This design comes from an exercise in tuning for a short achievable clock period and few clock cycles on the open sky130 flow, not from production work. Only simulation tests tie the RTL to the original design; equivalence was not proved. Power is estimated from default activity; no workload was simulated.

## y86_pipeline
module y86_pipeline (
    input  logic                clock,
    input  logic                reset,
    output y86_pkg::word_t      imem_addr,
    input  logic [79:0]         imem_bytes,
    output y86_pkg::reg_write_t reg_write,
    output y86_pkg::stat_t      stat
);
    localparam logic [3:0] RNONE = 4'hf;
    logic [63:0] pc_out;         
    logic [63:0] pc_p1;          
    logic [63:0] rf [15];        
    logic [14:0] rf_v;           
    logic [3:0]  w_dst;          
    logic [63:0] dmem [64];      
    logic        cc_zf;          
    logic        cc_lt;
    logic        l_valid;
    logic        l_op, l_sub, l_and, l_xor;
    logic        l_rr;           
    logic        l_rrc;          
    logic        l_ir, l_mr, l_rm;
    logic        l_jl;           
    logic        l_jh;           
    logic        l_pred;         
    logic [63:0] l_alt;          
    logic [63:0] l_alt_p1;
    logic        l_halt, l_bad;
    logic [3:0]  l_ifun;
  ...
==> flow/config.mk <==
export PLATFORM = sky130hd
export DESIGN_NAME = y86_pipeline
export DESIGN_NICKNAME = y86_pipeline
export VERILOG_FILES = /design/flow/design.v
export SDC_FILE = /design/flow/constraint.sdc
export NUM_CORES = 8
export LEC_CHECK = 0
export CAP_MARGIN = 20
export CORE_MARGIN = 2
export CORE_UTILIZATION = 40
export PLACE_DENSITY = 0.6
export SETUP_SLACK_MARGIN = 5
export SLEW_MARGIN = 20
export TNS_END_PERCENT = 100
==> flow/constraint.sdc <==
create_clock -name core_clock -period 9.0 [get_ports {clock}]
set_input_delay 1.8000 -clock core_clock [delete_from_list [all_inputs] [get_ports {clock}]]
set_output_delay 1.8000 -clock core_clock [all_outputs]
set_load 0.01 [all_outputs]
standard.sh (not shown) runs the stock make flow with config.mk's settings and CLKGATE_MAP_FILE= SYNTH_SCRIPT=/design/flow/synth_recipe.tcl, a recipe that flattens the netlist after the stock synthesis.
==> flow/flow/run.sh <==
#!/bin/bash
# The standard layout, with slow many-input cells (nor3/nor4/or3/or4 and
# the 311/41/2111 and-or gates) added to the platform's don't-use list, for
# synthesis and for timing repair alike.
set -euo pipefail
DU="$(cat flow/dontuse.txt)"
bash standard.sh "DONT_USE_CELLS=$DU" finish > standard.log 2>&1
Other scripts of this flow, unchanged in this note and not shown: flow/flow/dontuse.txt
The baseline finished but fails on antenna rules.
Testbench counts at the start, summed over its fixed seeds: cycles 41,812.
Rerun with:
TNS_END_PERCENT = 0   (was 100)
Outcome: The changed run finished clean. Hold slack is better by 0.030 ns. Combinational power fell by 5.0%. Wire length came out lower by 1.3%. Worst setup slack loses 0.14 ns. Clock-buffer cell count climbs by 13. Design area shrinks by 1.9%. Utilization drops by 0.90 points. Via count falls by 1.6%.

---

the baseline:
y86_pipeline, a different RTL version from the one above (not shown whole).
Size in the first run: ~6500 flip-flops, ~290 I/O pins, ~250000 um^2 of cells after synthesis.
Settings: LEC_CHECK=0, CAP_MARGIN=50, CORE_MARGIN=2, CORE_UTILIZATION=45, PLACE_DENSITY=0.65, SLEW_MARGIN=50, TNS_END_PERCENT=100; clock period 9.0 ns.
==> flow/flow/run.sh <==
#!/bin/bash
# The standard layout, with slow many-input cells (nor3/nor4/or3/or4 and
# the 311/41/2111 and-or gates) added to the platform's don't-use list, for
# synthesis and for timing repair alike; timing repair aiming at 5.5 ns of
# setup slack; and more rounds of antenna repair after detailed routing.
set -euo pipefail
DU="$(cat flow/dontuse.txt)"
bash standard.sh "DONT_USE_CELLS=$DU" "SETUP_SLACK_MARGIN=5.5" "MAX_REPAIR_ANTENNAS_ITER_DRT=12" finish > standard.log 2>&1
Other scripts of this flow, unchanged in this note and not shown: flow/flow/dontuse.txt
The baseline finished every stage and its layout cleared the timing, DRC and antenna checks.
Testbench counts of the baseline, summed over its fixed seeds: cycles 41,812.
#### Input delta (the candidate over the baseline)
Settings: CORE_UTILIZATION now 40, was 45; PLACE_DENSITY now 0.6, was 0.65.
Notes after the runs:
Number of antenna cells inserted ends up lower on the candidate.
Delta (the candidate minus the baseline): fraction of power consumed by the clock network grew by 0.2 points, leakage dissipation flat, count of placed standard cells including taps rose by 883.
Max met2 layer wire length in the routed design across the baseline and the candidate: the candidate
Taking the baseline as the reference point, the smallest setup slack after layout of the candidate rises by 0.21 ns.
Summary of the candidate over the baseline: total design power shows an increase of about 0.4%, switching power ~0 delta, die height has increased.
Proportion of power drawn by combinational gates of the candidate is on par with the baseline.
Routed wire length (the candidate over the baseline): increase, 29000 um

---

Another version of the RTL of y86_pipeline (not shown whole).
Size: roughly 6500 flip-flops, roughly 290 I/O pins.
clock: 9.0 ns
lec_check: 0
cap_margin: 50
core_margin: 2
core_utilization: 40
place_density: 0.6
setup_slack_margin: 5
slew_margin: 50
tns_end_percent: 100
==> flow/flow/run.sh <==
#!/bin/bash
# The standard layout, with slow many-input cells (nor3/nor4/or3/or4 and
# the 311/41/2111 and-or gates) added to the platform's don't-use list, for
# synthesis and for timing repair alike, and more rounds of antenna repair
# after detailed routing.
set -euo pipefail
DU="$(cat flow/dontuse.txt)"
bash standard.sh "DONT_USE_CELLS=$DU" "MAX_REPAIR_ANTENNAS_ITER_DRT=12" finish > standard.log 2>&1
Other scripts of this flow, unchanged in this note and not shown: flow/flow/dontuse.txt
The starting point produced a clean layout.
Testbench counts at the start, summed over its fixed seeds: cycles 41,812.
Then changed:
Settings changed: CAP_MARGIN 50 to 20, SLEW_MARGIN 50 to 20.
The new run passed the timing, DRC and antenna checks. Via count hardly moves. Setup slack degrades by 0.20 ns. Area after synthesis does not change. Wire length is about the same. Cell count falls by 0.33%. Total power falls by 0.58%. Flip-flop and latch count stays the same. Critical path depth falls by 5. Final area falls by 0.95%.

---

willow:
RTL: one of the versions met above, not the one the previous note started from.
Size: roughly 17000 cells after synthesis, roughly 6500 flip-flops, roughly 290 I/O pins, ~250000 um^2 of cells after synthesis.
==> flow/config.mk <==
export PLATFORM = sky130hd
export DESIGN_NAME = y86_pipeline
export DESIGN_NICKNAME = y86_pipeline
export VERILOG_FILES = /design/flow/design.v
export SDC_FILE = /design/flow/constraint.sdc
export NUM_CORES = 8
export LEC_CHECK = 0
export CAP_MARGIN = 50
export CORE_MARGIN = 2
export CORE_UTILIZATION = 35
export PLACE_DENSITY = 0.55
export SLEW_MARGIN = 50
export TNS_END_PERCENT = 100
==> flow/constraint.sdc <==
create_clock -name core_clock -period 9.0 [get_ports {clock}]
set_input_delay 1.8000 -clock core_clock [delete_from_list [all_inputs] [get_ports {clock}]]
set_output_delay 1.8000 -clock core_clock [all_outputs]
set_load 0.01 [all_outputs]
==> flow/flow/run.sh <==
#!/bin/bash
# The standard layout, with slow many-input cells (nor3/nor4/or3/or4 and
# the 311/41/2111 and-or gates) added to the platform's don't-use list, for
# synthesis and for timing repair alike; timing repair aiming at 5.5 ns of
# setup slack; and more rounds of antenna repair after detailed routing.
set -euo pipefail
DU="$(cat flow/dontuse.txt)"
bash standard.sh "DONT_USE_CELLS=$DU" "SETUP_SLACK_MARGIN=5.5" "MAX_REPAIR_ANTENNAS_ITER_DRT=12" finish > standard.log 2>&1
Other scripts of this flow, unchanged in this note and not shown: flow/flow/dontuse.txt
willow finished every stage and its layout cleared the timing, DRC and antenna checks.
Testbench counts of willow, summed over its fixed seeds: cycles 41,812.
> inputs changed (willow -> nickel)
- an added SETUP_SLACK_MARGIN of 5
- a change of CORE_UTILIZATION from 35 to 40
- a change of PLACE_DENSITY from 0.55 to 0.6
==> flow/flow/run.sh <==
#!/bin/bash
# The standard layout, with slow many-input cells (nor3/nor4/or3/or4 and
# the 311/41/2111 and-or gates) added to the platform's don't-use list, for
# synthesis and for timing repair alike, and more rounds of antenna repair
# after detailed routing.
set -euo pipefail
DU="$(cat flow/dontuse.txt)"
bash standard.sh "DONT_USE_CELLS=$DU" "MAX_REPAIR_ANTENNAS_ITER_DRT=12" finish > standard.log 2>&1
==> comparison <==
The lower die span in y came out of nickel.
Sort nickel and willow by proportion of power drawn by the clock network, ascending, and nickel comes first.
Sort nickel and willow by setup slack of the worst register-to-register path, descending, and nickel comes first.
As far as total number of multi-input combinational cells is concerned, nickel and willow perform about the same.
Launching instance or port of the critical path: l_sa[2] -> willow, l_saa[2] -> nickel
Combinational group share of total power (higher): willow
nickel against willow; final cell count is down by a few percent.
STATUS highest achievable clock rate: nickel wins against willow
Diff willow -> nickel: final estimated routing congestion in global placement rose about 1.1%, post-placement worst setup slack increased by 200 ps relative to the old numbers, design area decreased by 3.0% relative to the old numbers.

---

Another version of the RTL of y86_pipeline (not shown whole).
Size: roughly 6400 flip-flops, ~0.25 mm2 of cells after synthesis.
==> flow/design.v (excerpt) <==
module y86_pipeline (
    input  logic                clock,
    input  logic                reset,
    output y86_pkg::word_t      imem_addr,
    input  logic [79:0]         imem_bytes,
    output y86_pkg::reg_write_t reg_write,
    output y86_pkg::stat_t      stat
);
==> flow/config.mk <==
export PLATFORM = sky130hd
export DESIGN_NAME = y86_pipeline
export DESIGN_NICKNAME = y86_pipeline
export VERILOG_FILES = /design/flow/design.v
export SDC_FILE = /design/flow/constraint.sdc
export NUM_CORES = 8
export LEC_CHECK = 0
export CAP_MARGIN = 50
export CORE_MARGIN = 2
export CORE_UTILIZATION = 40
export PLACE_DENSITY = 0.6
export SETUP_SLACK_MARGIN = 5
export SLEW_MARGIN = 50
export TNS_END_PERCENT = 0
==> flow/constraint.sdc <==
create_clock -name core_clock -period 9.0 [get_ports {clock}]
set_input_delay 1.8000 -clock core_clock [delete_from_list [all_inputs] [get_ports {clock}]]
set_output_delay 1.8000 -clock core_clock [all_outputs]
set_load 0.01 [all_outputs]
==> flow/flow/run.sh <==
#!/bin/bash
# The standard layout, with slow many-input cells (nor3/nor4/or3/or4 and
# the 311/41/2111 and-or gates) added to the platform's don't-use list, for
# synthesis and for timing repair alike.
set -euo pipefail
DU="$(cat flow/dontuse.txt)"
bash standard.sh "DONT_USE_CELLS=$DU" finish > standard.log 2>&1
Other scripts of this flow, unchanged in this note and not shown: flow/flow/dontuse.txt
Testbench counts at the start, summed over its fixed seeds: cycles 41,812.
Change:
Settings changed: CAP_MARGIN 50 to 20, SLEW_MARGIN 50 to 20.
The changed run ran to the end with no violations; design area is lower slightly; power is lower slightly; worst setup slack gets worse by 0.065 ns; area after synthesis is unchanged; wire length barely changes; clock skew is higher by 0.027 ns; die area is unchanged; cell count is lower slightly.

## separate check: timing with driven ports
How much do the figures lean on ideal ports? The routed layouts below were timed once more, with nothing changed but the port constraints.
Step 1: set_driving_cell puts a clkbuf_16 on clock and a buf_2 on each other input, an assumption about the parent block.
Step 2 adds t to the input delays and takes it off the output delays; t is the mean of the earliest and latest rising clock arrival at the registers after step 1. Input paths then give back, and output paths get back, about the clock's delay inside the block.
a / b / c = ideal ports / drivers / drivers and shift; a / b = the first two.
run	shift t [ns]	setup WS [ns]	worst setup path after step 2	worst data-port slew with drivers (ns)
the first run of note 1	1.293	4.666 / 4.666 / 3.650	input to register	0.16
the second run of note 1	1.287	4.524 / 4.524 / 3.429	input to register	0.13
the baseline	1.285	4.910 / 4.910 / 4.164	input to register	0.18
the candidate	1.255	5.121 / 5.121 / 4.220	input to register	0.19
the first run of note 3	1.310	4.921 / 4.875 / 3.719	input to register	0.18
the second run of note 3	1.292	4.719 / 4.719 / 3.657	input to register	0.18
willow	1.284	4.819 / 4.819 / 4.195	input to register	0.13
nickel	1.301	4.851 / 4.851 / 3.699	input to register	0.20
the first run of note 5	1.258	4.688 / 4.566 / 3.579	input to register	0.21
the second run of note 5	1.270	4.624 / 4.499 / 3.432	input to register	0.18
For the first run of note 3, which loses most, drivers alone change the setup slack by -0.046 ns; drivers and shift together by -1.202 ns.
